What follows belongs to an exercise in optimizing a design on an open flow for small area and a short achievable clock period; a production flow would make more cautious choices. At most, simulation tests tie the RTL to the original design; equivalence was not proved. Only the layout flow was run in runs 1 and 2; the RTL was not checked for function there. Power and IR drop assume default switching activity.

[flow/design.v]
module fifo_generator_1 (
    input  logic        clk,
    input  logic        srst,
    input  logic [7:0]  din,
    input  logic        wr_en,
    input  logic        rd_en,
    output logic [15:0] dout,
    output logic        full,
    output logic        empty,
    output logic [9:0]  rd_data_count,
    output logic [8:0]  wr_data_count
);
    localparam int WORDS = 128;
    logic [15:0] mem_r [WORDS];
    logic [15:0] wlo_n_r;     
    logic [15:0] whe_n_r;     
    logic [7:0]  rlo_r;       
    logic [15:0] rhi_r;       
    logic [8:0]  cnt_r;       
    logic        empty_r;
    logic [15:0] dout_r;
    logic [8:0]  cnt_o_r;     
    logic        empty_o_r;   
    logic        full_s;
    logic        wr_acc_s;
    logic        rd_acc_s;
    assign full_s   = cnt_r[8];
    assign wr_acc_s = wr_en & ~full_s;
    assign rd_acc_s = rd_en & ~empty_r;
    for (genvar i = 0; i < WORDS; i++) begin : g_mem
        always_ff @(posedge clk) begin
            if (!(whe_n_r[i/8] | wlo_n_r[2*(i%8)]))
                mem_r[i][15:8] <= din;
            if (!(whe_n_r[i/8] | wlo_n_r[2*(i%8)+1]))
                mem_r[i][7:0] <= din;
        end
    end
    logic [15:0] rd_word_s;
    always_comb begin
        rd_word_s = '0;
        for (int j = 0; j < 16; j++) begin
            logic [15:0] grp;
            grp = '0;
            for (int i = 0; i < 8; i++)
                grp = grp | (mem_r[8*j+i] & {16{rlo_r[i]}});
            rd_word_s = rd_word_s | (grp & {16{rhi_r[j]}});
        end
    end
    logic       up_s, dn_s;
    logic [8:0] cnt_nxt_s;
    logic       empty_nxt_s;
    assign up_s = wr_acc_s & ~rd_acc_s & cnt_r[0];
    assign dn_s = rd_acc_s & ~(wr_acc_s & cnt_r[0]);
    always_comb begin
        cnt_nxt_s[0] = cnt_r[0] ^ wr_acc_s;
        if (up_s)      cnt_nxt_s[8:1] = cnt_r[8:1] + 8'd1;
        else if (dn_s) cnt_nxt_s[8:1] = cnt_r[8:1] - 8'd1;
        else           cnt_nxt_s[8:1] = cnt_r[8:1];
        empty_nxt_s = dn_s ? (cnt_r[8:1] == 8'd1) : (~up_s & empty_r);
    end
    logic       up_o_s, dn_o_s;
    logic [8:0] cnt_o_nxt_s;
    logic       empty_o_nxt_s;
    assign up_o_s = wr_acc_s & ~rd_acc_s & cnt_o_r[0];
    assign dn_o_s = rd_acc_s & ~(wr_acc_s & cnt_o_r[0]);
    always_comb begin
        cnt_o_nxt_s[0] = cnt_o_r[0] ^ wr_acc_s;
        if (up_o_s)      cnt_o_nxt_s[8:1] = cnt_o_r[8:1] + 8'd1;
        else if (dn_o_s) cnt_o_nxt_s[8:1] = cnt_o_r[8:1] - 8'd1;
        else             cnt_o_nxt_s[8:1] = cnt_o_r[8:1];
        empty_o_nxt_s = dn_o_s ? (cnt_o_r[8:1] == 8'd1) : (~up_o_s & empty_o_r);
    end
    logic [15:0] wlo_n_nxt_s;
    logic [15:0] whe_n_nxt_s;
    always_comb begin
        wlo_n_nxt_s = wlo_n_r;
        if (wr_acc_s) wlo_n_nxt_s = {wlo_n_r[14:0], wlo_n_r[15]};
        if (cnt_nxt_s[8])
            whe_n_nxt_s = '1;
        else if (full_s)
            whe_n_nxt_s = ~rhi_r;
        else if (wr_acc_s && !wlo_n_r[15])
            whe_n_nxt_s = {whe_n_r[14:0], whe_n_r[15]};
        else
            whe_n_nxt_s = whe_n_r;
    end
    always_ff @(posedge clk or negedge srst) begin
        if (!srst) begin
            wlo_n_r   <= ~16'd1;
            whe_n_r   <= ~16'd1;
            rlo_r     <= 8'd1;
            rhi_r     <= 16'd1;
            cnt_r     <= 9'd0;
            empty_r   <= 1'b1;
            dout_r    <= 16'h0000;
            cnt_o_r   <= 9'd0;
            empty_o_r <= 1'b1;
        end else begin
            wlo_n_r <= wlo_n_nxt_s;
            whe_n_r <= whe_n_nxt_s;
            if (rd_acc_s) begin
                rlo_r  <= {rlo_r[6:0], rlo_r[7]};
                if (rlo_r[7]) rhi_r <= {rhi_r[14:0], rhi_r[15]};
                dout_r <= rd_word_s;
            end
            cnt_r     <= cnt_nxt_s;
            empty_r   <= empty_nxt_s;
            cnt_o_r   <= cnt_o_nxt_s;
            empty_o_r <= empty_o_nxt_s;
        end
    end
    assign dout          = dout_r;
    assign full          = cnt_o_r[8];
    assign empty         = empty_o_r;
    assign wr_data_count = cnt_o_r;
    assign rd_data_count = {2'b00, cnt_o_r[8:1]};
endmodule
[flow/run.sh]
#!/bin/bash
# synth_recipe.tcl (not shown) runs the flow's synth.tcl, then flattens the netlist and writes it again
# the make line also repeats each setting of config.mk as NAME=value (left out here)
make -C /OpenROAD-flow-scripts/flow DESIGN_CONFIG=/design/flow/config.mk WORK_HOME=/design/flow/orfs CLKGATE_MAP_FILE= SYNTH_SCRIPT=/design/flow/synth_recipe.tcl finish
[flow/config.mk]
export PLATFORM = sky130hd
export DESIGN_NAME = fifo_generator_1
export DESIGN_NICKNAME = fifo_generator_1
export VERILOG_FILES = /design/flow/design.v
export SDC_FILE = /design/flow/constraint.sdc
export NUM_CORES = 4
export LEC_CHECK = 0
export CAP_MARGIN = 20
export CORE_MARGIN = 2
export CORE_UTILIZATION = 55
export CTS_CLUSTER_DIAMETER = 60
export CTS_CLUSTER_SIZE = 30
export SETUP_SLACK_MARGIN = 2.5
export SLEW_MARGIN = 20
[flow/constraint.sdc]
create_clock -name core_clock -period 5.0 [get_ports {clk}]
set_input_delay 1.0000 -clock core_clock [delete_from_list [all_inputs] [get_ports {clk}]]
set_output_delay 1.0000 -clock core_clock [all_outputs]
set_load 0.01 [all_outputs]
==> flow_summary.toml, run 1 <==
[layout]
utilization_pct = 61.6
syn_to_final_growth_pct = 11.2
final_nets = 4446
regArea_um2 = 63900
layout-drive-gt1-share_pct = 13.0
nFillCells = 10093
multiInputGateArea_um2 = 13400

[sta]
clock.fmax_mhz = 394
finalSetupTns_ns = 0
final_hold_viol_count = 0
slew_violations = 0
worst_pin_slew_ns = 1.26
period_needed_ns = 2.54
fin_skew_ns = 0.0302
rsz0062_at_grt = "yes"
finalCritPeriodShare_pct = 50.7
setup_violations = 0
slew_headroom_pct = 15.9

[logic_synthesis]
synth.avg_cell_area_um2 = 17.7
ys_ff_latch = 2140
netlist_area_um2 = 78400
yosysSeqAreaShare_pct = 81.5
syn_inst = 4429
synth_edf_count = 2048
yosysWarningCount = 2
yosysUniqueCellTypes = 48
async_reset_ff_share_pct = 4.30
ys.flop_type = "edfxtp_1"

[pwr]
power_leakage_nw = 27.1
pwr_density_cell_nw_per_um2 = 511
ir_drop_mv = 0.470
report.power.total_mw = 44.5

[setup_path]
cpPeakStageDelay_ns = 0.63
reg2reg_from = "rlo_r[3]"
critPathMaxFanout = 40
reg2regPathDepth = 7
required_ns = 5.66
worst-path-stages = 7
critPathCaptureType = "register"
path_class = "register to register"
cp_slowest_cell = "a222oi_1"
critPathBufInv = 2
critPathLaunch = "rlo_r[3]"
cp.arrival_ns = 3.20
worstSetupStartpointType = "register"
cp_top_family = "compound AO/OA/AOI/OAI gates"
cp_cell_sequence = "buf_6 -> buf_12 -> a22oi_2 -> nand4_1 -> a222oi_1 -> and3_1 -> a31oi_1"

[grt]
grt_pass1_wl_um = 310000
grt_pass1_vias = 41734
grt_remaining_overflow = 0
antenna_found_initial = 6
grt_max_degree = 139
grt_usage_pct = 29.8

[placement]
dpl.hpwl_um = 119000
place.gp.congestion = 0.829
portBuffers = 46

[route]
first_pass_iters = 8
wl_per_cell_um = 34.0
antenna_left = 0
drt-initial-drc-count = 5823
drc = 0
vias_per_cell = 6.80
wirelength_um = 219000
route.vias.total = 43704

[clock_network]
ctsHoldBuffers = 0
clock-sinks = 2140
clk_latency_ns = 0.79
cts_tree = "built"
clk_pin_slew_ns = 0.09
cts_buffer_depth = 3
numCtsBuffers = 140
clockRootBuffer = "clkbuf_16"
cts-htree-levels = 4

[floorplan]
fp.dieArea_um2 = 146000
start_util_pct = 55.4
die_y_um = 381
die_width_um = 381
coreArea_um2 = 141000
io_pins = 49
num_rows = 138

[hold_path]
min_path_type = "input port to async pin"

[run_status]
status = "no timing/DRC/antenna violations"

[flow_run]
drv_cap = 0
layout by cell type, fill, tap and decap left out, types with 16 or more instances in the layout:
master / count
nand4_1: 260
dfrtp_2: 17
edfxtp_1: 2048
mux2_2: 32
a222oi_1: 16
buf_2: 18
dfrtp_1: 34
dfstp_2: 33
a22oi_2: 36
nor2_1: 276
nor2b_1: 16
buf_12: 43
a22oi_1: 1086
nand2_1: 37
buf_4: 95
a31oi_1: 31
clkbuf_16: 151
area by class of cell:
type	count	area share, %
tap	1890	2.71
multi-input combinational	1921	15.3
sequential	2140	73.3
antenna	4	0.0115
clock buffer	159	4.27
clock inverter	90	1.19
inverter	6	0.0258
timing repair buffer	217	3.13
synthesized netlist by cell type (all sizes together) (15+ instances only):
library cell / number / area [um2]
a31oi: 31 / 194
nor2b: 19 / 119
a21oi: 15 / 75.1
and3: 17 / 106
buf: 52 / 289
nand2: 37 / 139
dfstp: 34 / 893
and4: 15 / 131
a222oi: 16 / 160
nor2: 276 / 1040
clkbuf: 311 / 1170
nand4: 260 / 1630
dfrtp: 58 / 1450
a22oi: 1122 / 8420
a2111oi: 16 / 145
edfxtp: 2048 / 61500
mux2: 32 / 360
sequential cells by signal (all words and copies together) (netlist names), 8 cells and up:
name     count
cnt_r        9
rlo_r        8
wlo_n_r     16
mem_r     2048
rhi_r       16
whe_n_r     16
cnt_o_r      9
dout_r      16
final timing paths:
check	endpoint	slack, ns
min	dout_r[12]	0.27
min in group core_clock	cnt_r[7]	0.51
max in group asynchronous	rlo_r[0]	3.79
min reg2reg	cnt_r[7]	0.51
max	dout_r[5]	2.46
max reg2reg	dout_r[5]	2.46
where the power goes:
group	internal (mW)	switching [mW]
combinational	0.776	4.20
clock	6.03	6.34
sequential	25.5	1.67
total	32.3	12.2
through the flow:
stage                     hold slack (ns)  instances  cell area (um2)  worst slack (ns)
final                               0.274       6427            87200              2.46
after global routing                0.292       6424            87100              2.42
after CTS                           0.256       6408            86700              2.48
after detailed placement            0.492       6090            80900              1.22
after global placement              0.497       6090            80900              1.22
after floorplan                     0.468       4430            78400              1.70
metal layers:
metal  wire (um)  up-vias  track usage [%]
met5          54        -                0
met3       19600      372             5.06
li1            -    18372                -
met1       88300    22763             43.1
met4        7210        8             9.22
met2      104000     2189             46.7
cell families (layout without fill, tap and decap cells):
kind of cell    after synthesis  after routing  share of synthesized area [%]
flops                      2140           2140                           81.5
compound gates             1216           1216                           11.7
simple gates                649            649                           4.23
buf+inv                     369            472                           1.89
mux                          32             32                          0.460
xor+xnor                     14             14                          0.156
fa+ha+maj                     8              8                          0.128
other cells                   1              6                        0.00479
timing repair:
item	in CTS	in global routing
gates cloned	8	4
pin swaps	18	33
endpoints found under the hold margin	0	0
endpoints found under the setup margin	68	36
buffers inserted	61	11
resized for setup	177	52
==> run 2, diff against run 1 <==
--- a/flow/config.mk
+++ b/flow/config.mk
@@ -10,5 +10,5 @@
 export CORE_UTILIZATION = 55
 export CTS_CLUSTER_DIAMETER = 60
 export CTS_CLUSTER_SIZE = 30
-export SETUP_SLACK_MARGIN = 2.5
+export SETUP_SLACK_MARGIN = 3.0
 export SLEW_MARGIN = 20
==> flow_summary.toml, run 2 <==
[setup_path]
cpPeakStageDelay_ns = 0.83
worstSetupStartpointType = "register"
critPathMaxFanout = 8
ff2ff_setup_slack_ns = 2.33
cp_slowest_cell = "a222oi_1"
path_class = "register to register"
cp_cell_sequence = "buf_12 -> buf_16 -> a22oi_2 -> nand4_1 -> a222oi_1 -> and3_1 -> a31oi_1"
critPathCaptureType = "register"
required_ns = 5.66
cp.arrival_ns = 3.33

[logic_synthesis]
syn_inst = 4429
synth.top_cells.by_count = "2048 x edfxtp_1, 1122 x a22oi_1, 311 x clkbuf_1"
async_reset_ff_share_pct = 4.30
ys_top_cells_by_area = "edfxtp_1 78%, a22oi_1 11%, nand4_1 2.1%"
yosysWarningCount = 2
yosysTopAreaCell = "edfxtp_1"
synth.avg_cell_area_um2 = 17.7
yosysSeqAreaShare_pct = 81.5
synth_top_area_share_pct = 78.5
netlist_area_um2 = 78400
ys.flop_type = "edfxtp_1"
synth_edf_count = 2048
ys_ff_latch = 2140
yosysUniqueCellTypes = 48
yosysMostFrequentCell = "edfxtp_1"

[floorplan]
start_util_pct = 55.4
num_rows = 138
die_width_um = 381
fp.dieArea_um2 = 146000
coreArea_um2 = 141000
die_y_um = 381
io_pins = 49

[clock_network]
ctsHoldBuffers = 0
clockRootBuffer = "clkbuf_16"
cts_buffer_depth = 3
numCtsBuffers = 140
cts_tree = "built"
clk_latency_ns = 0.80
cts-htree-levels = 4
clock-sinks = 2140
clk_pin_slew_ns = 0.10

[sta]
worst_pin_slew_ns = 1.21
finalSetupTns_ns = 0
clock.fmax_mhz = 375
final_hold_viol_count = 0
setup_violations = 0
fin_skew_ns = 0.0297
rsz0062_at_grt = "yes"
slew_headroom_pct = 19.6
slew_violations = 0
finalCritPeriodShare_pct = 53.3
period_needed_ns = 2.67

[layout]
nFillCells = 9769
final_cell_mix = "2048 x edfxtp_1, 983 x a22oi_1, 261 x nor2_1, 260 x nand4_1, 155 x clkbuf_16"
largest_register_ffs = 2048
final_common_cell = "edfxtp_1"
final_nets = 4545
syn_to_final_growth_pct = 14.7
layout-drive-gt1-share_pct = 18.2
regMostFlops = "mem_r"
fin_cells = 6523

[pwr]
pwr_density_cell_nw_per_um2 = 504
ir_drop_mv = 0.469
power_leakage_nw = 28.0

[run_status]
status = "no timing/DRC/antenna violations"

[placement]
portBuffers = 46
dp.cells = 6100
place.gp.congestion = 0.809
dpl.hpwl_um = 121000

[grt]
grt_remaining_overflow = 0
grt_pass1_wl_um = 324000
grt_pass1_vias = 42649
grt_busiest_layer = "met2"
met1_usage_pct = 44.7
grt_max_degree = 144
grt_util_met2_pct = 48.8
grt_usage_pct = 31.4
use_met3_pct = 5.26
antenna_found_initial = 5

[route]
wirelength_um = 233000
drc = 0
wl_per_cell_um = 35.7
first_pass_iters = 6
drt-initial-drc-count = 6140
vias_per_cell = 6.90
antenna_left = 0
route.vias.total = 45035

[flow_run]
drv_cap = 0

[hold_path]
min_path_type = "input port to async pin"
run 2: cell counts after synthesis:
No cell type changed its count.
run 2: repair_timing:
action	in CTS	in global routing
endpoints found under the setup margin	449	276
gates cloned	27	11
buffers inserted	103	32
resized for setup	440	130
pin swaps	105	109
run 2: cell families (layout without fill, tap and decap cells):
family,count (synthesis),in the layout,share of synthesized area (%)
adders and majority gates,8,8,0.128
and+or+nand+nor,649,649,4.23
AOI/OAI and AO/OA,1216,1216,11.7
xor gates and xnor gates,14,14,0.156
muxes,32,32,0.460
buffers and inverters,369,571,1.89
other,1,3,0.00479
DFF,2140,2140,81.5
run 2: power by group:
group	total, mW	internal, mW	switching [mW]
Clock	12.6	6.19	6.37
Sequential	27.3	25.5	1.80
Combinational	5.45	1.10	4.35
run 2: cell type report:
type / instances / area [um2] / area share, %
Sequential cell: 2140 / 63900 / 71.1
Multi-Input combinational cell: 1921 / 14200 / 15.8
Timing Repair Buffer: 316 / 4520 / 5.02
Clock buffer: 155 / 3670 / 4.08
Tap cell: 1890 / 2360 / 2.63
Clock inverter: 94 / 1170 / 1.30
Inverter: 6 / 22.5 / 0.0250
Antenna cell: 1 / 2.50 / 0.00278
run 2: final timing paths:
path                              endpoint      from  depth (start not counted)
worst max-delay path             dout_r[9]  rlo_r[2]                          7
worst min-delay path            cnt_o_r[4]      srst                          1
worst max register to register   dout_r[9]  rlo_r[2]                          7
worst min register to register    cnt_r[7]  cnt_r[7]                          1
max in group asynchronous        dout_r[7]      srst                          2
min in group core_clock           cnt_r[7]  cnt_r[7]                          1
run 2: per-stage QoR:
stage | cell area (um2) | utilization [%] | total power, mW | hold WS, ns | worst slack, ns
3_5_place_dp | 80900 | 57.2 | 32.5 | 0.493 | 1.23
2_1_floorplan | 78500 | - | 29.7 | 0.468 | 1.70
4_1_cts | 88800 | 62.8 | 45.2 | 0.310 | 2.44
5_1_grt | 89900 | 63.6 | 46.8 | 0.364 | 2.40
6_report | 89900 | 63.6 | 45.3 | 0.330 | 2.33
3_3_place_gp | 80900 | 57.2 | 32.2 | 0.478 | 1.24
run 2: metal layers:
metal | wire, um | vias up
li1 | - | 18575
met5 | 0 | -
met1 | 91900 | 23612
met4 | 10500 | 0
met2 | 109000 | 2431
met3 | 21300 | 417
run 2: worst max-delay path, delay by kind of cell (launching register included):
kind            cells  cell delay, ns
buf+inv             2            0.35
compound gates      3            1.11
flops               1            0.62
simple gates        2            0.44
==> run 3, diff against run 2 <==
--- a/flow/design.v
+++ b/flow/design.v
@@ -75,7 +75,7 @@
     always_comb begin
         wlo_n_nxt_s = wlo_n_r;
         if (wr_acc_s) wlo_n_nxt_s = {wlo_n_r[14:0], wlo_n_r[15]};
-        if (cnt_nxt_s[8])
+        if ((up_s && cnt_r[8:1] == 8'd127) || (full_s && !rd_acc_s))
             whe_n_nxt_s = '1;
         else if (full_s)
             whe_n_nxt_s = ~rhi_r;
--- a/flow/config.mk
+++ b/flow/config.mk
@@ -8,7 +8,8 @@
 export CAP_MARGIN = 20
 export CORE_MARGIN = 2
 export CORE_UTILIZATION = 55
-export CTS_CLUSTER_DIAMETER = 60
-export CTS_CLUSTER_SIZE = 30
-export SETUP_SLACK_MARGIN = 3.0
+export CTS_BUF_LIST = sky130_fd_sc_hd__clkbuf_4 sky130_fd_sc_hd__clkbuf_8 sky130_fd_sc_hd__clkbuf_16
+export CTS_CLUSTER_DIAMETER = 40
+export CTS_CLUSTER_SIZE = 20
+export SETUP_SLACK_MARGIN = 2.5
 export SLEW_MARGIN = 20
==> flow_summary.toml, run 3 <==
[layout]
regMostFlops = "mem_r"
multiInputGateArea_um2 = 13400
syn_to_final_growth_pct = 15.8
final_nets = 4534
fin_cells = 6614
layout-drive-gt1-share_pct = 17.2
regArea_um2 = 63900
final_common_cell = "edfxtp_1"
final_cell_mix = "2048 x edfxtp_1, 1065 x a22oi_1, 294 x nor2_1, 261 x nand4_1, 239 x clkbuf_16"
finalInstanceArea_um2 = 90800
nFillCells = 9726
largest_register_ffs = 2048
diodes = 0

[sta]
finalSetupTns_ns = 0
fin_skew_ns = 0.0330
rsz0062_at_grt = "yes"
slew_violations = 0
worst_pin_slew_ns = 1.26
clock.fmax_mhz = 392
slew_headroom_pct = 16.2
final_hold_viol_count = 0
finalCritPeriodShare_pct = 51.1
setup_violations = 0
period_needed_ns = 2.55

[setup_path]
cpPeakStageDelay_ns = 0.51
worst-path-stages = 1
cp_cell_sequence = "buf_6"
required_ns = 4.00
cp_top_family = "flip-flops"
critPathBufInv = 1
critPathMaxFanout = 2
worstSetupStartpointType = "register"
reg2regPathDepth = 7
cp_slowest_cell = "dfrtp_2"
critPathCaptureType = "primary output"
cp.arrival_ns = 1.55
path_class = "register to primary output"

[logic_synthesis]
yosysUniqueCellTypes = 43
synth_edf_count = 2048
ys.flop_type = "edfxtp_1"
synth.avg_cell_area_um2 = 17.7
synth.top_cells.by_count = "2048 x edfxtp_1, 1122 x a22oi_1, 294 x nor2_1"
yosysMostFrequentCell = "edfxtp_1"
async_reset_ff_share_pct = 4.30
yosysTopAreaCell = "edfxtp_1"
netlist_area_um2 = 78400
ys_top_cells_by_area = "edfxtp_1 78%, a22oi_1 11%, nand4_1 2.1%"
synth_top_area_share_pct = 78.5
ys_ff_latch = 2140
syn_inst = 4425
yosysWarningCount = 2
yosysSeqAreaShare_pct = 81.5

[grt]
grt_pass1_vias = 42564
grt_usage_pct = 30.5
antenna_found_initial = 8
grt_remaining_overflow = 0
grt_max_degree = 127
grt_pass1_wl_um = 316000

[floorplan]
die_y_um = 381
fp.dieArea_um2 = 146000
die_width_um = 381
coreArea_um2 = 141000
num_rows = 138
io_pins = 49
start_util_pct = 55.4

[placement]
dp.cells = 6085
portBuffers = 46
dpl.hpwl_um = 117000
dpl_cell_area_um2 = 80700
place.gp.congestion = 0.831

[route]
wl_per_cell_um = 33.9
routed-wl-met3_um = 22500
antenna_left = 0
maxUsedRoutingLayer = "met5"
drt-initial-drc-count = 6301
wl_met1_um = 91500
wirelength_um = 224000
vias_per_cell = 6.79
drc = 0
dr_wl_met2_um = 104000
first_pass_iters = 6
route.vias.total = 44894

[clock_network]
cts_buffer_depth = 3
clockRootBuffer = "clkbuf_16"
cts_tree = "built"
ctsHoldBuffers = 0
clock-sinks = 2140
numCtsBuffers = 235
clk_latency_ns = 0.87
cts-htree-levels = 4
clk_pin_slew_ns = 0.07

[hold_path]
min_path_type = "input port to async pin"

[pwr]
ir_drop_mv = 0.340
power_leakage_nw = 28.5
pwr_density_cell_nw_per_um2 = 457
report.power.total_mw = 41.5

[run_status]
status = "no timing/DRC/antenna violations"

[flow_run]
drv_cap = 0
run 3: cell count changes after synthesis, moves of 4 or more:
cell / delta
a21oi_1: +20
xnor2_1: -7
clkbuf_1: -84
nor3_1: -5
buf_1: +19
a31oi_1: -14
nor2_1: +18
nor2b_1: -18
a2111oi_1: -4
a2111oi_0: -12
xor2_1: +7
o22a_1: +16
buf_2: +59
run 3: layout make-up:
type                       instances  area share, %
sequential                      2140           70.4
tap                             1890           2.61
multi-input combinational       1923           14.7
inverter                           7         0.0289
clock buffer                     244           6.57
timing repair buffer             207           3.06
clock inverter                   203           2.59
run 3: repair_timing:
item / in CTS / in global routing
pin swaps: 23 / 53
setup buffers: 57 / 10
setup endpoints to repair: 68 / 41
gates resized for setup: 226 / 79
gates cloned: 11 / 4
run 3: cells by family (layout without fill, tap and decap cells):
group / count (synthesis) / in the layout / synth area share [%]
multiplexers: 31 / 31 / 0.445
AO/OA/AOI/OAI: 1223 / 1223 / 11.7
AND/OR/NAND/NOR: 644 / 645 / 4.15
buffers and inverters: 364 / 661 / 1.95
flip-flops: 2140 / 2140 / 81.5
adder cells (fa/ha/maj): 8 / 8 / 0.128
XOR/XNOR: 14 / 14 / 0.156
other: 1 / 2 / 0.00479
run 3: metrics by stage:
step / setup WS [ns] / hold slack, ns / utilization (%)
global placement: 1.25 / 0.482 / 57.1
finish: 2.45 / 0.238 / 64.2
floorplan: 2.35 / 0.462 / -
CTS: 2.31 / 0.228 / 63.8
global route: 2.43 / 0.288 / 64.2
detailed placement: 1.21 / 0.482 / 57.1
run 3: routing by layer:
layer | vias up | global-route usage, %
met5 | - | 0
met4 | 4 | 8.59
met3 | 343 | 5.32
met2 | 2457 | 46.4
met1 | 23449 | 45.8
li1 | 18641 | -
run 3: where the power goes:
part	switching (mW)	internal, mW	total, mW
clock	7.71	10.5	18.2
sequential	1.04	20.6	21.6
combinational	1.20	0.454	1.66
total	9.96	31.5	41.5
run 3: path summary, 6_finish.rpt:
path / from / slack, ns / end
worst min register to register: rhi_r[7] / 0.51 / rhi_r[7]
worst min-delay path: srst / 0.24 / rlo_r[5]
max in group asynchronous: srst / 3.69 / dout_r[1]
worst max-delay path: dout_r[7] / 2.45 / dout[7]
worst max register to register: rlo_r[5] / 2.46 / dout_r[7]
min in group core_clock: rhi_r[7] / 0.51 / rhi_r[7]
==> run 4, diff against run 3 <==
==> flow/config.mk (replaced) <==
export PLATFORM = sky130hd
export DESIGN_NAME = fifo_generator_1
export DESIGN_NICKNAME = fifo_generator_1
export VERILOG_FILES = /design/flow/design.v
export SDC_FILE = /design/flow/constraint.sdc
export NUM_CORES = 4
export LEC_CHECK = 0
export CAP_MARGIN = 20
export CORE_MARGIN = 2
export CORE_UTILIZATION = 55
export CTS_BUF_LIST = sky130_fd_sc_hd__clkbuf_8 sky130_fd_sc_hd__clkbuf_16
export CTS_CLUSTER_DIAMETER = 60
export CTS_CLUSTER_SIZE = 30
export SETUP_SLACK_MARGIN = 2.2
export SLEW_MARGIN = 20
==> flow_summary.toml, run 4 <==
[floorplan]
fp.dieArea_um2 = 146000
num_rows = 138
die_y_um = 381
coreArea_um2 = 141000
io_pins = 49
die_width_um = 381
start_util_pct = 55.4

[logic_synthesis]
synth_edf_count = 2048
yosysUniqueCellTypes = 43
ys_top_cells_by_area = "edfxtp_1 78%, a22oi_1 11%, nand4_1 2.1%"
synth_top_area_share_pct = 78.5
ys_ff_latch = 2140
netlist_area_um2 = 78400
yosysSeqAreaShare_pct = 81.5
yosysMostFrequentCell = "edfxtp_1"
syn_inst = 4425
synth.avg_cell_area_um2 = 17.7
yosysWarningCount = 2
ys.flop_type = "edfxtp_1"
async_reset_ff_share_pct = 4.30
yosysTopAreaCell = "edfxtp_1"
synth.top_cells.by_count = "2048 x edfxtp_1, 1122 x a22oi_1, 294 x nor2_1"

[clock_network]
clock-sinks = 2140
clk_latency_ns = 0.80
cts_buffer_depth = 3
cts-htree-levels = 4
clk_pin_slew_ns = 0.08
clockRootBuffer = "clkbuf_16"
ctsHoldBuffers = 0
numCtsBuffers = 140
cts_tree = "built"

[setup_path]
cp_top_family = "compound AO/OA/AOI/OAI gates"
cp.arrival_ns = 3.42
cpPeakStageDelay_ns = 0.69
worstSetupStartpointType = "register"
critPathBufInv = 1
path_class = "register to register"
cp_slowest_cell = "dfrtp_4"
cp_cell_sequence = "buf_12 -> a22oi_1 -> nand4_1 -> a222oi_1 -> and3_1 -> a31oi_1"
critPathMaxFanout = 54
required_ns = 5.68
critPathCaptureType = "register"

[sta]
fin_skew_ns = 0.0194
worst_pin_slew_ns = 1.17
slew_violations = 0
slew_headroom_pct = 21.7
clock.fmax_mhz = 364
fin_ws_ns = 2.26
rsz0062_at_grt = "no"
finalCritPeriodShare_pct = 54.9
period_needed_ns = 2.74
final_hold_viol_count = 0
setup_violations = 0
finalSetupTns_ns = 0

[route]
route.vias.total = 43463
drt-initial-drc-count = 6045
wl_per_cell_um = 33.6
vias_per_cell = 6.82
antenna_left = 0
first_pass_iters = 6
wirelength_um = 214000
drc = 0

[grt]
grt_remaining_overflow = 0
grt_pass1_vias = 40745
grt_usage_pct = 29.1
grt_pass1_wl_um = 304000
grt_max_degree = 142
antenna_found_initial = 10

[layout]
final_cell_mix = "2048 x edfxtp_1, 1122 x a22oi_1, 294 x nor2_1, 261 x nand4_1, 143 x clkbuf_16"
largest_register_ffs = 2048
layout-drive-gt1-share_pct = 10.3
syn_to_final_growth_pct = 9.93
final_common_cell = "edfxtp_1"
final_nets = 4394
regMostFlops = "mem_r"

[flow_run]
drv_cap = 0

[placement]
dpl.hpwl_um = 117000
dp_slack_ns = 1.23
portBuffers = 46
place.gp.congestion = 0.838

[pwr]
pwr_density_cell_nw_per_um2 = 418
ir_drop_mv = 0.393
power_leakage_nw = 26.5

[run_status]
status = "no timing/DRC/antenna violations"

[hold_path]
min_path_type = "input port to async pin"
## run 4: changes by cell type in the layout (fill, tap and decap cells not counted), moves of 12 or more
cell             previous run  this run
a22oi_1                  1065      1122
a22oi_2                    57         0
buf_16                     17         3
buf_2                      20         0
buf_6                      24         2
clkbuf_16                 239       143
clkdlybuf4s50_1             1        15
clkinv_2                   28        12
clkinvlp_4                 29         6
dlygate4sd2_1               0        19
inv_1                       7        19
inv_6                      51        14
## run 4: cell type report
cell class / count / area (um2)
Antenna cell: 2 / 5.00
Clock buffer: 148 / 3650
Clock inverter: 103 / 1290
Fill cell: 10177 / 55300
Inverter: 7 / 26.3
Multi-Input combinational cell: 1923 / 13000
Sequential cell: 2140 / 63900
Tap cell: 1890 / 2360
Timing Repair Buffer: 162 / 1890
## run 4: final timing paths
kind	slack, ns	startpoint	cells after the start	endpoint
hold reg to reg	0.50	empty_o_r	2	empty_o_r
setup reg to reg	2.26	rlo_r[5]	6	dout_r[3]
min in group core_clock	0.50	empty_o_r	2	empty_o_r
hold / removal	0.20	srst	1	cnt_r[8]
setup / recovery	2.26	rlo_r[5]	6	dout_r[3]
max in group asynchronous	3.84	srst	2	rlo_r[7]
## run 4: through the flow
stage / std cells / util, % / cell area [um2] / hold slack (ns) / total power [mW]
floorplan: 4426 / - / 78400 / 0.462 / 22.2
global placement: 6083 / 57.0 / 80700 / 0.485 / 23.5
detailed placement: 6083 / 57.0 / 80700 / 0.492 / 23.5
CTS: 6359 / 60.7 / 85900 / 0.184 / 36.0
global route: 6373 / 60.9 / 86100 / 0.219 / 36.9
finish: 6375 / 60.9 / 86100 / 0.200 / 36.0
## run 4: per-layer routing
| metal | global-route usage (%) | wire length (um) | up-vias |
|---|---|---|---|
| met1 | 44.9 | 91200 | 22843 |
| met3 | 5.29 | 20300 | 276 |
| li1 | - | - | 18215 |
| met2 | 42.9 | 97500 | 2127 |
| met4 | 7.92 | 5510 | 2 |
| met5 | 0 | 8 | - |
## run 4: logic make-up after synthesis
kind of cell | synth area share (%)
adder cells (fa/ha/maj) | 0.128
AND/OR/NAND/NOR | 4.15
AO/OA/AOI/OAI | 11.7
flip-flops | 81.5
buffers and inverters | 1.95
XOR/XNOR | 0.156
multiplexers | 0.445
other | 0.00479
## run 4: what timing repair did
item | in CTS | in global routing
gates cloned | 1 | 0
buffers inserted | 24 | 14
gates resized for setup | 38 | 7
endpoints found under the setup margin | 67 | 34
pin swaps | 3 | 4
## run 4: report_power, final
part,total [mW],internal [mW],switching [mW]
logic,1.70,0.504,1.19
registers,21.6,20.5,1.02
clock network,12.7,6.53,6.22
==> run 5, diff against run 4 <==
--- a/flow/config.mk
+++ b/flow/config.mk
@@ -11,5 +11,5 @@
 export CTS_BUF_LIST = sky130_fd_sc_hd__clkbuf_8 sky130_fd_sc_hd__clkbuf_16
 export CTS_CLUSTER_DIAMETER = 60
 export CTS_CLUSTER_SIZE = 30
-export SETUP_SLACK_MARGIN = 2.2
+export SETUP_SLACK_MARGIN = 2.7
 export SLEW_MARGIN = 20
==> flow_summary.toml, run 5 <==
[placement]
dpl_cell_area_um2 = 80700
portBuffers = 46
dp.cells = 6088
dpl.hpwl_um = 117000
place.gp.congestion = 0.809

[route]
drt-initial-drc-count = 6718
drc = 0
route.vias.total = 45036
wirelength_um = 233000
vias_per_cell = 6.93
first_pass_iters = 8
antenna_left = 0
wl_per_cell_um = 35.8

[hold_path]
min_path_type = "input port to async pin"

[layout]
finalInstanceArea_um2 = 89600
regMostFlops = "mem_r"
syn_to_final_growth_pct = 14.4
diodes = 0
final_common_cell = "edfxtp_1"
final_nets = 4523
fin_cells = 6502
layout-drive-gt1-share_pct = 17.8
largest_register_ffs = 2048
final_cell_mix = "2048 x edfxtp_1, 955 x a22oi_1, 293 x nor2_1, 261 x nand4_1, 167 x a22oi_2"

[clock_network]
clockRootBuffer = "clkbuf_16"
clk_latency_ns = 0.81
cts-htree-levels = 4
clock-sinks = 2140
cts_buffer_depth = 3
numCtsBuffers = 138
clk_pin_slew_ns = 0.08
cts_tree = "built"

[logic_synthesis]
async_reset_ff_share_pct = 4.30
synth_top_area_share_pct = 78.5
yosysMostFrequentCell = "edfxtp_1"
synth_edf_count = 2048
yosysUniqueCellTypes = 43
ys_top_cells_by_area = "edfxtp_1 78%, a22oi_1 11%, nand4_1 2.1%"
yosysTopAreaCell = "edfxtp_1"
ys_ff_latch = 2140
synth.avg_cell_area_um2 = 17.7
yosysSeqAreaShare_pct = 81.5
yosysWarningCount = 2
syn_inst = 4425
netlist_area_um2 = 78400
synth.top_cells.by_count = "2048 x edfxtp_1, 1122 x a22oi_1, 294 x nor2_1"
ys.flop_type = "edfxtp_1"

[setup_path]
worstSetupStartpointType = "register"
critPathMaxFanout = 8
path_class = "register to register"
critPathCaptureType = "register"
cp.arrival_ns = 3.18
reg2regPathDepth = 9
required_ns = 5.67
ff2ff_setup_slack_ns = 2.49

[floorplan]
fp.dieArea_um2 = 146000
die_width_um = 381
num_rows = 138
start_util_pct = 55.4
coreArea_um2 = 141000
die_y_um = 381
io_pins = 49

[grt]
grt_max_degree = 140
antenna_found_initial = 2
grt_remaining_overflow = 0
grt_usage_pct = 31.7
grt_pass1_vias = 42768
grt_pass1_wl_um = 326000

[sta]
slew_violations = 0
setup_violations = 0
clock.fmax_mhz = 398
fin_skew_ns = 0.0329
finalSetupTns_ns = 0
final_hold_viol_count = 0
worst_pin_slew_ns = 1.13
slew_headroom_pct = 24.5
rsz0062_at_grt = "yes"
period_needed_ns = 2.51
finalCritPeriodShare_pct = 50.2

[pwr]
pwr_density_cell_nw_per_um2 = 399
p_sw_mw = 8.72
combPwrFrac_pct = 5.0
ir_drop_mv = 0.350
p_seq_share_pct = 60.4
clkPwrFrac_pct = 34.6
swShare_pct = 24.4
power_leakage_nw = 27.7
internal_power_mw = 27.1

[run_status]
status = "no timing/DRC/antenna violations"

[flow_run]
drv_cap = 0
[run 5: final timing paths]
| check | startpoint | endpoint |
|---|---|---|
| hold / removal | srst | cnt_o_r[2] |
| min in group core_clock | empty_r | empty_r |
| setup / recovery | rlo_r[4] | dout_r[0] |
| hold reg to reg | empty_r | empty_r |
| setup reg to reg | rlo_r[4] | dout_r[0] |
| max in group asynchronous | srst | rlo_r[2] |
[run 5: layout make-up]
| class | instances | area [um2] |
|---|---|---|
| Tap cell | 1890 | 2360 |
| Inverter | 7 | 26.3 |
| Sequential cell | 2140 | 63900 |
| Clock buffer | 147 | 3660 |
| Timing Repair Buffer | 293 | 4580 |
| Clock inverter | 102 | 1110 |
| Fill cell | 9699 | 51800 |
| Multi-Input combinational cell | 1923 | 14000 |
[run 5: metal layers]
| metal | part of all wire [%] | track usage [%] | up-vias | wire length (um) |
|---|---|---|---|---|
| met2 | 46 | 48.1 | 2607 | 108000 |
| met5 | 0 | 0 | - | 0 |
| met1 | 40 | 47.7 | 23586 | 93100 |
| met4 | 2.9 | 8.88 | 0 | 6760 |
| met3 | 11 | 5.78 | 351 | 25200 |
| li1 | - | - | 18492 | - |
[run 5: kinds of logic (layout without fill, tap and decap cells)]
logic type	count (synthesis)	in the layout	synth area share, %
DFF	2140	2140	81.5
AOI/OAI and AO/OA	1223	1223	11.7
and+or+nand+nor	644	645	4.15
buffers and inverters	364	549	1.95
muxes	31	31	0.445
xor gates and xnor gates	14	14	0.156
adders and majority gates	8	8	0.128
other	1	2	0.00479
[run 5: what timing repair did]
item                                    CTS  global route
setup buffers                           103            13
resized for setup                       419            95
pin swaps                               121            94
hold buffers                              0             0
cloned                                   46             3
endpoints found under the setup margin   95            84
[run 5: critical path: stages, from the launching register on]
cell,delay (ns)
dfrtp_4,0.52
buf_12,0.16
buf_16,0.16
buf_16,0.17
buf_4,0.15
a22oi_1,0.15
nand4_1,0.46
a22oi_1,0.33
and4_1,0.22
a31oi_1,0.08
[run 5: power by group through the flow]
stage	clock network, mW	logic (mW)	registers (mW)
2_1_floorplan	0	1.05	21.1
6_report	12.4	1.79	21.6
3_5_place_dp	0	1.60	22.0
4_1_cts	12.5	1.75	21.5
3_3_place_gp	0	1.57	21.9
5_1_grt	13.1	1.92	21.6
[run 5: through the flow]
stage	util (%)	setup WS (ns)	hold slack [ns]	power, mW
after floorplan	-	2.35	0.462	22.2
after global placement	57.1	1.25	0.474	23.5
after detailed placement	57.1	1.20	0.473	23.6
after CTS	63.0	2.47	0.281	35.7
after global routing	63.4	2.46	0.323	36.6
final	63.4	2.49	0.288	35.8
==> run 6, diff against run 5 <==
--- a/flow/config.mk
+++ b/flow/config.mk
@@ -13,3 +13,4 @@
 export CTS_CLUSTER_SIZE = 30
 export SETUP_SLACK_MARGIN = 2.7
 export SLEW_MARGIN = 20
+export TNS_END_PERCENT = 5
==> flow_summary.toml, run 6 <==
[setup_path]
critPathMaxFanout = 6
ff2ff_setup_slack_ns = 2.40
worstSetupStartpointType = "register"
critPathCaptureType = "register"
regToRegEndpoint = "dout_r[11]"
cp.arrival_ns = 3.27
cpPeakStageDelay_ns = 0.68
reg2reg_from = "rlo_r[4]"
cp_cell_sequence = "buf_12 -> buf_16 -> buf_4 -> a22oi_2 -> nand4_1 -> a222oi_1 -> and3_1 -> a31oi_1"
reg2regPathDepth = 8
required_ns = 5.67
path_class = "register to register"
cp_slowest_cell = "a222oi_1"

[logic_synthesis]
ys.flop_type = "edfxtp_1"
ys_top_cells_by_area = "edfxtp_1 78%, a22oi_1 11%, nand4_1 2.1%"
yosysTopAreaCell = "edfxtp_1"
synth.avg_cell_area_um2 = 17.7
syn_inst = 4425
synth.top_cells.by_count = "2048 x edfxtp_1, 1122 x a22oi_1, 294 x nor2_1"
synth_edf_count = 2048
async_reset_ff_share_pct = 4.30
yosysSeqAreaShare_pct = 81.5
yosysMostFrequentCell = "edfxtp_1"
yosysWarningCount = 2
netlist_area_um2 = 78400
ys_ff_latch = 2140
yosysUniqueCellTypes = 43
synth_top_area_share_pct = 78.5

[layout]
nFillCells = 9970
finalInstanceArea_um2 = 87900
final_nets = 4480
fin_cells = 6465
layout-drive-gt1-share_pct = 14.3
regArea_um2 = 63900
multiInputGateArea_um2 = 13400
largest_register_ffs = 2048
final_cell_mix = "2048 x edfxtp_1, 1055 x a22oi_1, 294 x nor2_1, 261 x nand4_1, 141 x clkbuf_16"
utilization_pct = 62.2
syn_to_final_growth_pct = 12.2
regMostFlops = "mem_r"
final_common_cell = "edfxtp_1"

[placement]
portBuffers = 46
dpl_cell_area_um2 = 80800
dp_slack_ns = 1.19
dp.cells = 6092
dpl.hpwl_um = 119000
place.gp.congestion = 0.818

[floorplan]
fp.dieArea_um2 = 146000
num_rows = 138
coreArea_um2 = 141000
start_util_pct = 55.4
io_pins = 49
die_width_um = 381
die_y_um = 381

[pwr]
p_sw_mw = 8.70
combPwrFrac_pct = 4.7
internal_power_mw = 26.7
clkPwrFrac_pct = 34.3
p_seq_share_pct = 61.0
ir_drop_mv = 0.389
report.power.total_mw = 35.4
pwr_density_cell_nw_per_um2 = 402
power_leakage_nw = 27.1
swShare_pct = 24.6

[grt]
grt_max_degree = 123
grt_pass1_wl_um = 315000
grt_remaining_overflow = 0
grt_usage_pct = 30.6
grt_pass1_vias = 41724
antenna_found_initial = 8

[route]
drc = 0
antenna_left = 0
vias_per_cell = 6.87
wl_per_cell_um = 34.6
first_pass_iters = 7
route.vias.total = 44396
wirelength_um = 224000
drt-initial-drc-count = 6634

[sta]
period_needed_ns = 2.60
finalCritPeriodShare_pct = 52.0
finalSetupTns_ns = 0
clock.fmax_mhz = 385
rsz0062_at_grt = "yes"
fin_ws_ns = 2.40
fin_skew_ns = 0.0375
slew_violations = 0
setup_violations = 0
worst_pin_slew_ns = 1.24
slew_headroom_pct = 17.6
holdWs_ns = 0.316
final_hold_viol_count = 0

[clock_network]
cts_tree = "built"
clk_pin_slew_ns = 0.09
cts-htree-levels = 4
clk_latency_ns = 0.81
cts_buffer_depth = 3
numCtsBuffers = 135
clock-sinks = 2140
clockRootBuffer = "clkbuf_16"
ctsHoldBuffers = 0

[hold_path]
min_path_type = "input port to async pin"

[flow_run]
drv_cap = 0

[run_status]
status = "no timing/DRC/antenna violations"
==> run 6: timing repair <==
| item | 4_1_cts | 5_1_grt |
|---|---|---|
| setup buffers | 93 | 1 |
| gates cloned | 26 | 1 |
| endpoints found under the setup margin | 78 | 89 |
| pin swaps | 43 | 35 |
| resized for setup | 214 | 39 |
==> run 6: cells by family (layout without fill, tap and decap cells) <==
| kind of cell | after synthesis | after routing | share of synthesized area (%) |
|---|---|---|---|
| mux | 31 | 31 | 0.445 |
| flops | 2140 | 2140 | 81.5 |
| other cells | 1 | 6 | 0.00479 |
| compound gates | 1223 | 1223 | 11.7 |
| xor+xnor | 14 | 14 | 0.156 |
| fa+ha+maj | 8 | 8 | 0.128 |
| buf+inv | 364 | 508 | 1.95 |
| simple gates | 644 | 645 | 4.15 |
==> run 6: layout make-up <==
cell class | count | share of cell area [%]
antenna | 4 | 0.0114
clock buffer | 141 | 4.00
clock inverter | 107 | 1.29
inverter | 7 | 0.0299
multi-input combinational | 1923 | 15.3
sequential | 2140 | 72.7
tap | 1890 | 2.69
timing repair buffer | 253 | 4.03
==> run 6: metal layers <==
layer  GRT usage, %  wire [um]
met5              0          0
met4           8.07       5940
met3           4.90      21700
met2           46.5     103000
met1           46.5      92700
==> run 6: power by group through the flow <==
stage | combinational (mW) | sequential, mW | clock [mW]
2_1_floorplan | 1.04 | 21.1 | 0
4_1_cts | 1.67 | 21.5 | 12.2
5_1_grt | 1.80 | 21.6 | 12.8
3_5_place_dp | 1.58 | 21.9 | 0
6_report | 1.66 | 21.6 | 12.1
3_3_place_gp | 1.55 | 21.9 | 0
==> run 6: worst max path at each step <==
stage | from | end | slack (ns) | depth (start not counted)
after floorplan | wr_en | cnt_o_r[8] | 2.34 | 8
after global placement | wr_en | whe_n_r[7] | 1.24 | 6
after detailed placement | wr_en | whe_n_r[8] | 1.19 | 6
after CTS | rlo_r[4] | dout_r[4] | 2.47 | 7
after global routing | rlo_r[2] | dout_r[3] | 2.42 | 7
final | rlo_r[4] | dout_r[11] | 2.40 | 8
==> run 6: worst max-delay path: cells and delay by family (launching register included) <==
kind | cells | cell delay (ns)
AOI/OAI and AO/OA | 3 | 0.92
buffers and inverters | 3 | 0.50
DFF | 1 | 0.50
and+or+nand+nor | 2 | 0.49
==> run 7, diff against run 6 <==
--- a/flow/config.mk
+++ b/flow/config.mk
@@ -11,6 +11,6 @@
 export CTS_BUF_LIST = sky130_fd_sc_hd__clkbuf_8 sky130_fd_sc_hd__clkbuf_16
 export CTS_CLUSTER_DIAMETER = 60
 export CTS_CLUSTER_SIZE = 30
-export SETUP_SLACK_MARGIN = 2.7
+export SETUP_SLACK_MARGIN = 2.5
 export SLEW_MARGIN = 20
 export TNS_END_PERCENT = 5
==> flow_summary.toml, run 7 <==
[run_status]
status = "no timing/DRC/antenna violations"

[logic_synthesis]
ys_ff_latch = 2140
synthAdderAreaFrac_pct = 0.128
synth-compound-area-share_pct = 11.7
yosysTopAreaCell = "edfxtp_1"
ys_top_cells_by_area = "edfxtp_1 78%, a22oi_1 11%, nand4_1 2.1%"
yosysUniqueCellTypes = 43
synth_top_area_share_pct = 78.5
yosysWarningCount = 2
syn_inst = 4425
synth.top_cells.by_count = "2048 x edfxtp_1, 1122 x a22oi_1, 294 x nor2_1"
synth.avg_cell_area_um2 = 17.7
ys.flop_type = "edfxtp_1"
synth-simple-area-share_pct = 4.15
netlist_area_um2 = 78400
synth_edf_count = 2048
synth_top_family_by_area = "compound AO/OA/AOI/OAI gates"
synthXorXnorAreaFrac_pct = 0.156
muxShareOfSynthArea_pct = 0.445
yosysMostFrequentCell = "edfxtp_1"
async_reset_ff_share_pct = 4.30
yosysSeqAreaShare_pct = 81.5

[layout]
syn_to_final_growth_pct = 11.4
final_common_cell = "edfxtp_1"
final_nets = 4464
final_cell_mix = "2048 x edfxtp_1, 1085 x a22oi_1, 294 x nor2_1, 261 x nand4_1, 146 x clkbuf_16"
diodes = 0
regMostFlops = "mem_r"
largest_register_ffs = 2048
utilization_pct = 61.8
layout-drive-gt1-share_pct = 13.2
finalInstanceArea_um2 = 87300

[route]
drt-initial-drc-count = 6267
wl_per_cell_um = 34.4
route.vias.total = 44100
first_pass_iters = 8
vias_per_cell = 6.84
wirelength_um = 221000
drc = 0
antenna_left = 0

[sta]
holdWs_ns = 0.332
setup_violations = 0
period_needed_ns = 2.61
rsz0062_at_grt = "yes"
final_hold_viol_count = 0
clock.fmax_mhz = 383
worst_pin_slew_ns = 1.30
fin_skew_ns = 0.0340
slew_headroom_pct = 13.6
finalCritPeriodShare_pct = 52.2
slew_violations = 0
finalSetupTns_ns = 0

[placement]
dpl.hpwl_um = 119000
portBuffers = 46
dpl_cell_area_um2 = 80800
place.gp.congestion = 0.818

[grt]
grt_pass1_wl_um = 310000
grt_usage_pct = 30.0
grt_max_degree = 123
grt_remaining_overflow = 0
antenna_found_initial = 8
grt_pass1_vias = 41420

[pwr]
power_leakage_nw = 26.9
pwr_density_cell_nw_per_um2 = 405
ir_drop_mv = 0.386

[floorplan]
start_util_pct = 55.4
num_rows = 138
fp.dieArea_um2 = 146000
die_y_um = 381
coreArea_um2 = 141000
io_pins = 49
die_width_um = 381

[setup_path]
critPathCaptureType = "register"
worstSetupStartpointType = "register"
path_class = "register to register"
cp.arrival_ns = 3.29
critPathMaxFanout = 12
required_ns = 5.68

[clock_network]
clk_latency_ns = 0.80
ctsHoldBuffers = 0
clockRootBuffer = "clkbuf_16"
cts-htree-levels = 4
cts_buffer_depth = 3
clk_pin_slew_ns = 0.09
clock-sinks = 2140
numCtsBuffers = 135
cts_tree = "built"

[hold_path]
min_path_type = "input port to async pin"

[flow_run]
drv_cap = 0
-- run 7: cell counts after synthesis --
No cell type changed its count.
-- run 7: final timing paths --
path	start	end	slack [ns]	depth (start not counted)
setup / recovery	rlo_r[3]	dout_r[4]	2.39	7
hold / removal	srst	cnt_o_r[0]	0.33	1
setup reg to reg	rlo_r[3]	dout_r[4]	2.39	7
min in group core_clock	empty_o_r	empty_o_r	0.49	2
max in group asynchronous	srst	rlo_r[0]	3.58	2
hold reg to reg	empty_o_r	empty_o_r	0.49	2
-- run 7: layout make-up --
class,count,area (um2)
clock buffer,141,3520
clock inverter,107,1130
fill,10051,54100
inverter,7,26.3
multi-input combinational,1923,13300
sequential,2140,63900
tap,1890,2360
timing repair buffer,237,3140
-- run 7: metrics by stage --
step / instances / worst slack (ns) / total power, mW
floorplan: 4426 / 2.34 / 22.2
global placement: 6092 / 1.24 / 23.5
detailed placement: 6092 / 1.19 / 23.5
CTS: 6426 / 2.42 / 35.3
global route: 6445 / 2.42 / 36.2
finish: 6445 / 2.39 / 35.3
-- run 7: critical path, cell delays in order (launching register included) --
cell,delay (ns)
dfrtp_4,0.52
buf_12,0.17
buf_16,0.19
a22oi_1,0.17
nand4_1,0.25
a222oi_1,0.80
and3_1,0.26
a31oi_1,0.09
-- run 7: what timing repair did --
| action | 4_1_cts | 5_1_grt |
|---|---|---|
| resized for setup | 142 | 34 |
| setup buffers | 71 | 13 |
| endpoints found under the setup margin | 68 | 65 |
| pin swaps | 22 | 23 |
| cloned | 15 | 6 |
-- run 7: power breakdown --
part	switching (mW)	internal, mW	leakage [nW]
sequential	1.02	20.5	19.5
combinational	1.18	0.452	5.20
clock	6.47	5.67	2.25
-- run 7: layer usage --
| metal | vias up | global-route usage (%) | part of all wire (%) |
|---|---|---|---|
| li1 | 18369 | - | - |
| met1 | 23152 | 45.5 | 41 |
| met2 | 2293 | 46.0 | 47 |
| met3 | 282 | 5.10 | 9.7 |
| met4 | 4 | 7.11 | 2.3 |
| met5 | - | 0 | 0.012 |
-- run 7: cells by family after synthesis --
group	after synthesis
flops	2140
compound gates	1223
buf+inv	364
simple gates	644
mux	31
xor+xnor	14
fa+ha+maj	8
other cells	1
==> run 8, diff against run 7 <==
--- a/flow/config.mk
+++ b/flow/config.mk
@@ -13,4 +13,3 @@
 export CTS_CLUSTER_SIZE = 30
 export SETUP_SLACK_MARGIN = 2.5
 export SLEW_MARGIN = 20
-export TNS_END_PERCENT = 5
==> flow_summary.toml, run 8 <==
[run_status]
status = "no timing/DRC/antenna violations"

[grt]
grt_remaining_overflow = 0
antenna_found_initial = 4
grt_max_degree = 127
grt_usage_pct = 29.9
grt_pass1_wl_um = 310000
grt_pass1_vias = 41364

[floorplan]
coreArea_um2 = 141000
num_rows = 138
io_pins = 49
fp.dieArea_um2 = 146000
die_y_um = 381
die_width_um = 381
start_util_pct = 55.4

[clock_network]
clockRootBuffer = "clkbuf_16"
numCtsBuffers = 139
clk_latency_ns = 0.80
ctsHoldBuffers = 0
cts_buffer_depth = 3
clk_pin_slew_ns = 0.09
cts-htree-levels = 4
cts_tree = "built"
clock-sinks = 2140

[sta]
worst_pin_slew_ns = 1.21
fin_skew_ns = 0.0261
setup_violations = 0
finalSetupTns_ns = 0
final_hold_viol_count = 0
rsz0062_at_grt = "yes"
clock.fmax_mhz = 390
finalCritPeriodShare_pct = 51.2
slew_headroom_pct = 19.5
period_needed_ns = 2.56
slew_violations = 0

[setup_path]
worstSetupStartpointType = "register"
critPathMaxFanout = 8
critPathCaptureType = "register"
path_class = "register to register"
ff2ff_setup_slack_ns = 2.44
required_ns = 5.69
cp_slowest_cell = "a222oi_1"
reg2regPathDepth = 7
reg2reg_from = "rlo_r[5]"
regToRegEndpoint = "dout_r[3]"
critPathBufInv = 2
cp.arrival_ns = 3.25
crit_top_cell = "buf_12"
cp_cell_sequence = "buf_12 -> buf_12 -> a22oi_2 -> nand4_1 -> a222oi_1 -> and3_4 -> a31oi_1"
cp_top_family = "compound AO/OA/AOI/OAI gates"
cpPeakStageDelay_ns = 0.76

[route]
drt-initial-drc-count = 6408
vias_per_cell = 6.84
wl_per_cell_um = 34.4
route.vias.total = 43854
wirelength_um = 221000
first_pass_iters = 6
drc = 0
antenna_left = 0

[logic_synthesis]
yosysTopAreaCell = "edfxtp_1"
yosysSeqAreaShare_pct = 81.5
syn_inst = 4425
synth_top_area_share_pct = 78.5
netlist_area_um2 = 78400
synth.avg_cell_area_um2 = 17.7
ys_ff_latch = 2140
async_reset_ff_share_pct = 4.30
ys.flop_type = "edfxtp_1"
yosysMostFrequentCell = "edfxtp_1"
yosysWarningCount = 2
ys_top_cells_by_area = "edfxtp_1 78%, a22oi_1 11%, nand4_1 2.1%"
synth_edf_count = 2048
synth.top_cells.by_count = "2048 x edfxtp_1, 1122 x a22oi_1, 294 x nor2_1"
yosysUniqueCellTypes = 43

[hold_path]
min_path_type = "input port to async pin"

[placement]
place.gp.congestion = 0.831
dpl.hpwl_um = 117000
dpl_cell_area_um2 = 80700
dp.cells = 6085
portBuffers = 46

[layout]
syn_to_final_growth_pct = 11.0
final_nets = 4435
regMostFlops = "mem_r"
layout-drive-gt1-share_pct = 12.8
utilization_pct = 61.5
nFillCells = 10120
final_common_cell = "edfxtp_1"
fin_cells = 6414
largest_register_ffs = 2048
final_cell_mix = "2048 x edfxtp_1, 1076 x a22oi_1, 294 x nor2_1, 261 x nand4_1, 148 x clkbuf_16"
finalInstanceArea_um2 = 87000

[pwr]
ir_drop_mv = 0.306
report.power.total_mw = 35.6
power_leakage_nw = 26.7
pwr_density_cell_nw_per_um2 = 409

[flow_run]
drv_cap = 0
==> run 8: worst max-delay path by stage <==
stage / endpoint / cells after the start / slack (ns) / startpoint
2_1_floorplan: cnt_o_r[8] / 8 / 2.35 / wr_en
3_5_place_dp: whe_n_r[3] / 6 / 1.21 / wr_en
4_1_cts: dout[7] / 1 / 2.29 / dout_r[7]
6_report: dout_r[3] / 7 / 2.44 / rlo_r[5]
3_3_place_gp: whe_n_r[9] / 6 / 1.25 / wr_en
5_1_grt: dout_r[8] / 7 / 2.43 / rlo_r[7]
==> run 8: final cells by class <==
cell class | instances | area [um2] | share of cell area (%)
inverters | 7 | 26.3 | 0.0302
well taps | 1890 | 2360 | 2.72
diodes | 3 | 7.51 | 0.00863
multi-input cells | 1923 | 13300 | 15.3
repair buffers | 204 | 2660 | 3.05
clock inverters | 103 | 1130 | 1.30
clock buffers | 144 | 3590 | 4.13
flip-flops and latches | 2140 | 63900 | 73.4
==> run 8: stage by stage <==
stage	worst slack, ns	hold slack (ns)
3_3_place_gp	1.25	0.482
2_1_floorplan	2.35	0.462
5_1_grt	2.43	0.338
6_report	2.44	0.292
3_5_place_dp	1.21	0.482
4_1_cts	2.29	0.283
==> run 8: kinds of logic (layout without fill, tap and decap cells) <==
family | Yosys count | after routing | synth area share, %
buffers and inverters | 364 | 458 | 1.95
xor gates and xnor gates | 14 | 14 | 0.156
adders and majority gates | 8 | 8 | 0.128
AOI/OAI and AO/OA | 1223 | 1223 | 11.7
other | 1 | 5 | 0.00479
DFF | 2140 | 2140 | 81.5
muxes | 31 | 31 | 0.445
and+or+nand+nor | 644 | 645 | 4.15
==> run 8: timing repair <==
item	CTS	global route
gates cloned	11	5
pin swaps	29	48
endpoints found under the setup margin	70	40
setup buffers	57	6
gates resized for setup	195	54
==> run 8: power breakdown <==
group          switching (mW)  leakage, nW  internal [mW]  total, mW
clock network            6.25         2.33           6.10       12.4
registers                1.03         19.5           20.5       21.6
logic                    1.19         4.93          0.453       1.64
==> run 8: metal layers <==
| metal | GRT usage, % | vias to the layer above | part of all wire, % | routed length, um |
|---|---|---|---|---|
| met4 | 8.44 | 2 | 2.8 | 6100 |
| met3 | 4.94 | 293 | 9.4 | 20800 |
| met2 | 45.4 | 2264 | 46 | 102000 |
| met1 | 45.3 | 22998 | 41 | 91400 |
| li1 | - | 18297 | - | - |
| met5 | 0 | - | 0.0059 | 13 |
==> run 9, diff against run 8 <==
--- a/flow/config.mk
+++ b/flow/config.mk
@@ -7,7 +7,7 @@
 export LEC_CHECK = 0
 export CAP_MARGIN = 20
 export CORE_MARGIN = 2
-export CORE_UTILIZATION = 55
+export CORE_UTILIZATION = 47
 export CTS_BUF_LIST = sky130_fd_sc_hd__clkbuf_8 sky130_fd_sc_hd__clkbuf_16
 export CTS_CLUSTER_DIAMETER = 60
 export CTS_CLUSTER_SIZE = 30
==> flow_summary.toml, run 9 <==
[run_status]
status = "no timing/DRC/antenna violations"

[grt]
grt_usage_pct = 25.4
antenna_found_initial = 9
grt_pass1_wl_um = 309000
grt_remaining_overflow = 0
grt_max_degree = 158
grt_pass1_vias = 41658

[setup_path]
critPathCaptureType = "register"
cpPeakStageDelay_ns = 0.70
critPathMaxFanout = 14
worstSetupStartpointType = "register"
cp_slowest_cell = "a222oi_1"
cp_cell_sequence = "buf_12 -> buf_16 -> a22oi_2 -> nand4_1 -> a222oi_1 -> and3_4 -> a31oi_1"
cp.arrival_ns = 3.30
path_class = "register to register"
required_ns = 5.67

[route]
drt-initial-drc-count = 5818
vias_per_cell = 6.51
drc = 0
wirelength_um = 220000
route.vias.total = 43726
wl_per_cell_um = 32.7
first_pass_iters = 5
antenna_left = 0

[layout]
largest_register_ffs = 2048
final_nets = 4438
diodes = 0
syn_to_final_growth_pct = 11.5
final_cell_mix = "2048 x edfxtp_1, 1073 x a22oi_1, 294 x nor2_1, 261 x nand4_1, 139 x clkbuf_16"
layout-drive-gt1-share_pct = 13.5
final_common_cell = "edfxtp_1"
fin_cells = 6718
regMostFlops = "mem_r"

[pwr]
power_leakage_nw = 26.7
clkPwrFrac_pct = 34.2
ir_drop_mv = 0.315
combPwrFrac_pct = 4.7
internal_power_mw = 26.5
p_seq_share_pct = 61.1
swShare_pct = 24.8
pwr_density_cell_nw_per_um2 = 404
p_sw_mw = 8.74
report.power.total_mw = 35.3

[logic_synthesis]
synth_top_area_share_pct = 78.5
synth.avg_cell_area_um2 = 17.7
syn_inst = 4425
netlist_area_um2 = 78400
ys_top_cells_by_area = "edfxtp_1 78%, a22oi_1 11%, nand4_1 2.1%"
ys_ff_latch = 2140
ys.flop_type = "edfxtp_1"
yosysSeqAreaShare_pct = 81.5
async_reset_ff_share_pct = 4.30
synth_edf_count = 2048
synth.top_cells.by_count = "2048 x edfxtp_1, 1122 x a22oi_1, 294 x nor2_1"
yosysUniqueCellTypes = 43
yosysWarningCount = 2
yosysTopAreaCell = "edfxtp_1"
yosysMostFrequentCell = "edfxtp_1"

[floorplan]
num_rows = 149
coreArea_um2 = 165000
io_pins = 49
start_util_pct = 47.4
die_width_um = 412
fp.dieArea_um2 = 170000
die_y_um = 412

[placement]
dpl.hpwl_um = 117000
dp_slack_ns = 1.38
portBuffers = 46
place.gp.congestion = 0.830
dp.cells = 6386

[hold_path]
min_path_type = "input port to async pin"

[flow_run]
drv_cap = 0

[clock_network]
cts_tree = "built"
numCtsBuffers = 131
clockRootBuffer = "clkbuf_16"
clk_latency_ns = 0.82
cts-htree-levels = 4
clock-sinks = 2140
clk_pin_slew_ns = 0.10
cts_buffer_depth = 3

[sta]
clock.fmax_mhz = 381
rsz0062_at_grt = "yes"
fin_ws_ns = 2.37
holdWs_ns = 0.181
setup_violations = 0
worst_pin_slew_ns = 1.20
period_needed_ns = 2.63
finalCritPeriodShare_pct = 52.6
finalSetupTns_ns = 0
final_hold_viol_count = 0
slew_violations = 0
slew_headroom_pct = 19.9
fin_skew_ns = 0.0364
-- run 9: power by group through the flow --
stage	Combinational, mW	Sequential (mW)	Clock [mW]
floorplan	1.05	21.1	0
global placement	1.57	21.9	0
detailed placement	1.60	21.9	0
CTS	1.66	21.5	12.2
global route	1.80	21.6	12.8
finish	1.66	21.6	12.1
-- run 9: per-stage QoR --
step                      utilization (%)  cell area [um2]
after detailed placement             49.1            81200
final                                52.8            87400
after global placement               49.1            81200
after floorplan                         -            78400
after global routing                 52.8            87400
after CTS                            52.5            86800
-- run 9: final timing paths --
path | to | cells past startpoint | slack [ns] | start
hold / removal | cnt_o_r[6] | 1 | 0.18 | srst
hold reg to reg | empty_o_r | 2 | 0.50 | empty_o_r
setup reg to reg | dout_r[3] | 7 | 2.37 | rlo_r[1]
max in group asynchronous | rlo_r[6] | 2 | 3.89 | srst
min in group core_clock | empty_o_r | 2 | 0.50 | empty_o_r
setup / recovery | dout_r[3] | 7 | 2.37 | rlo_r[1]
-- run 9: logic make-up (layout without fill, tap and decap cells) --
family	count (synthesis)	after routing	synth area share [%]
xor+xnor	14	14	0.156
other cells	1	2	0.00479
fa+ha+maj	8	8	0.128
mux	31	31	0.445
buf+inv	364	466	1.95
simple gates	644	645	4.15
compound gates	1223	1223	11.7
flops	2140	2140	81.5
-- run 9: timing repair --
item | CTS | global route
pin swaps | 22 | 35
setup buffers | 56 | 20
hold endpoints to repair | 0 | 0
gates cloned | 7 | 5
endpoints found under the setup margin | 82 | 37
hold buffers | 0 | 0
gates resized for setup | 215 | 59
-- run 9: final cells by class --
type	count	area, um2
Clock inverter	109	1240
Timing Repair Buffer	215	2790
Fill cell	12878	78000
Clock buffer	135	3370
Tap cell	2189	2740
Multi-Input combinational cell	1923	13300
Sequential cell	2140	63900
Inverter	7	26.3
-- run 9: layer usage --
metal	wire [um]	track usage, %	share of wire, %
met1	90800	37.5	41
met2	102000	38.8	46
met3	20500	4.52	9.3
met4	6550	7.78	3.0
met5	161	0.480	0.073
-- run 9: worst max-delay path: cells and delay by family, from the launching register on --
family                 cells  cell delay (ns)
AND/OR/NAND/NOR            2             0.57
buffers and inverters      2             0.38
AO/OA/AOI/OAI              3             0.95
flip-flops                 1             0.55

## static timing again, ports no longer ideal
How much do the figures lean on ideal ports? The routed layouts below were timed once more, with nothing changed but the port constraints. Step 1: set_driving_cell puts a clkbuf_16 on clk and a buf_2 on each other input, an assumption about the parent block. Step 2 moves the port delays by t, midway between the first and last clock arrival at a register: inputs arrive t later, outputs are due t later. That takes back most of the time a late clock gives input paths. Slacks: ideal / step 1 / step 2; pairs: ideal / step 1.
run | shift t [ns] | setup WS [ns] | worst setup path after step 2 | latest minus earliest clock arrival (ns)
run 1 | 0.865 | 2.464 / 2.460 / 1.723 | input to register | 0.036 / 0.035
run 2 | 0.865 | 2.335 / 2.335 / 1.682 | input to register | 0.041 / 0.041
run 3 | 0.941 | 2.446 / 2.361 / 1.863 | input to register | 0.037 / 0.038
run 4 | 0.873 | 2.255 / 2.194 / 1.557 | input to register | 0.024 / 0.024
run 5 | 0.875 | 2.488 / 2.435 / 1.951 | input to register | 0.040 / 0.039
run 6 | 0.877 | 2.400 / 2.400 / 1.612 | input to register | 0.046 / 0.046
run 7 | 0.873 | 2.388 / 2.385 / 1.792 | input to register | 0.043 / 0.044
run 8 | 0.880 | 2.439 / 2.394 / 1.887 | input to register | 0.038 / 0.038
run 9 | 0.893 | 2.372 / 2.372 / 1.766 | input to register | 0.037 / 0.037
After both steps every run listed still meets setup and hold. For run 6, which loses most, drivers alone change the setup slack by 0.000 ns; drivers and shift together by -0.788 ns.
